What follows belongs to an exercise in optimizing a design on an open flow for small area, a short achievable clock period and few clock cycles per item; a production flow would make more cautious choices.
At most, simulation tests tie the RTL to the original design; equivalence was not proved.

==> module pipe_divider, before the edit <==
module pipe_divider (
    input  logic        clk,
    input  logic        rst,
    input  logic        in_valid,
    output logic        in_ready,
    input  logic [31:0] dividend,
    input  logic [31:0] divisor,
    output logic        out_valid,
    input  logic        out_ready,
    output logic [31:0] quotient,
    output logic [31:0] remainder,
    output logic        div_by_zero
);
    logic        s_idle;
    logic        s_align;
    logic        s_step;
    logic        s_done;
    logic [31:0] rem;      
    logic [31:0] dv;       
    logic [31:0] q;        
    logic [4:0]  cnt;      
    logic        dz;
    logic [4:0]  ca;       
    logic [4:0]  cb;       
    logic        shz;      
    logic [5:0]  clz_a;
    logic [5:0]  clz_b;
    logic        b_zero;
    logic        fin;
    logic        accept;
    logic        leave;
    logic [4:0]  shamt;
    logic        step;
    logic        last;
    logic [31:0] diff;
    logic        ge;
    pipe_divider_lzc u_lzc_a (.x(dividend), .n(clz_a));
    pipe_divider_lzc u_lzc_b (.x(divisor),  .n(clz_b));
    assign b_zero = (divisor == 32'd0);
    assign fin    = b_zero || (clz_b < clz_a);
    assign out_valid = s_done;
    assign leave     = s_done && out_ready;
    assign in_ready  = s_idle || leave;
    assign accept    = in_valid && in_ready;
    assign shamt = cb - ca;
    assign step  = s_step || (s_align && shz);
    assign last  = s_step ? (cnt == 5'd0) : shz;
    assign ge   = rem >= dv;
    assign diff = rem - dv;
    always_ff @(posedge clk or posedge rst)
        if (rst) begin
            s_idle  <= 1'b1;
            s_align <= 1'b0;
            s_step  <= 1'b0;
            s_done  <= 1'b0;
        end else begin
            s_idle  <= (s_idle || leave) && !in_valid;
            s_align <= accept && !fin;
            s_step  <= (s_align && !shz) || (s_step && cnt != 5'd0);
            s_done  <= (accept && fin) || ((s_align || s_step) && last) || (s_done && !out_ready);
        end
    always_ff @(posedge clk) begin
        ca  <= clz_a[4:0];
        cb  <= clz_b[4:0];
        shz <= (clz_a == clz_b);
        if (accept)
            dv <= divisor;
        else if (s_align)
            dv <= dv << shamt;
        else
            dv <= dv >> 1;
        if (s_align)
            cnt <= shamt;
        else
            cnt <= cnt - 5'd1;
    end
    always_ff @(posedge clk) begin
        if (accept) begin
            rem <= dividend;
            q   <= {32{b_zero}};
            dz  <= b_zero;
        end else if (step) begin
            if (ge)
                rem <= diff;
            q   <= {q[30:0], ge};
        end
    end
    assign quotient    = q;
    assign remainder   = rem;
    assign div_by_zero = dz;
endmodule
export LEC_CHECK = 0
export CAP_MARGIN = 20
export CORE_MARGIN = 2
export CORE_UTILIZATION = 40
export CTS_BUF_LIST = sky130_fd_sc_hd__clkbuf_8
export SETUP_SLACK_MARGIN = 2.2
export SLEW_MARGIN = 20
create_clock -name core_clock -period 5.5 [get_ports {clk}]
standard.sh (not shown) runs the stock make flow with config.mk's settings and CLKGATE_MAP_FILE= SYNTH_SCRIPT=/design/flow/synth_recipe.tcl, a recipe that flattens the netlist after the stock synthesis.
==> flow/flow/run.sh <==
#!/bin/bash
# Standard layout (the standard.sh, unchanged synthesis and steps), except that the
# port buffers that global placement inserts use the smallest plain buffer instead of
# the delay buffer buffer_ports picks by default. Each port still gets its own buffer.
set -euo pipefail
export BUFFER_PORTS_ARGS="-buffer_cell sky130_fd_sc_hd__buf_1"
bash standard.sh > standard.log 2>&1
==> next run, changes <==
--- a/flow/design.v
+++ b/flow/design.v
@@ -53,25 +53,31 @@
     logic        dz;
     logic [4:0]  ca;       
     logic [4:0]  cb;       
     logic        shz;      
     logic [5:0]  clz_a;
     logic [5:0]  clz_b;
+    logic [31:0] a_smear;
     logic        b_zero;
     logic        fin;
     logic        accept;
     logic        leave;
     logic [4:0]  shamt;
     logic        step;
     logic        last;
     logic [31:0] diff;
     logic        ge;
     pipe_divider_lzc u_lzc_a (.x(dividend), .n(clz_a));
     pipe_divider_lzc u_lzc_b (.x(divisor),  .n(clz_b));
+    always_comb begin
+        a_smear[31] = dividend[31];
+        for (int i = 30; i >= 0; i--)
+            a_smear[i] = a_smear[i+1] | dividend[i];
+    end
     assign b_zero = (divisor == 32'd0);
-    assign fin    = b_zero || (clz_b < clz_a);
+    assign fin    = b_zero || |(divisor & ~a_smear);
     assign out_valid = s_done;
     assign leave     = s_done && out_ready;
     assign in_ready  = s_idle || leave;
     assign accept    = in_valid && in_ready;
     assign shamt = cb - ca;
     assign step  = s_step || (s_align && shz);
Result:
- The changed run finished clean
- synthesized cell count shrinks by 1.2%
- register-to-register slack gets worse by 0.06 ns
- global-route usage climbs by 0.60 points
- setup slack gets better by 0.035 ns
- synthesized area came out higher by 0.33%
Testbench counts after the change, summed over its fixed seeds: cycles 69,732, items 8,000.
Function not checked in the first run of this note: the RTL went through the layout flow alone.

==> re-timing with driven ports <==
No port has a modelled driver above. Below, the same layouts with a new extraction and two added sets of constraints. Step 1 assumes that a clkbuf_16 drives the clock port and a buf_2 every other input. Step 2, shift: input delay + t, output delay - t, t = (earliest + latest rising clock arrival at the registers) / 2. This alone moves slack from input paths to output paths. Three values: ideal, step 1, step 2; two values: the first two.
| run | t (ns) | slack for setup (ns) | latest minus earliest clock arrival (ns) | worst register clock-pin slew, ns | worst data-port slew with drivers (ns) |
|---|---|---|---|---|---|
| the first run | 0.492 | 2.221 / 2.235 / 1.743 | 0.015 / 0.015 | 0.08 / 0.08 | 0.04 |
| the second run | 0.492 | 2.256 / 2.256 / 1.931 | 0.014 / 0.014 | 0.08 / 0.08 | 0.08 |
After both steps setup and hold are still met in every run listed. The setup slack of the first run, which loses most, moves by +0.014 ns with the drivers and by -0.478 ns with both steps.
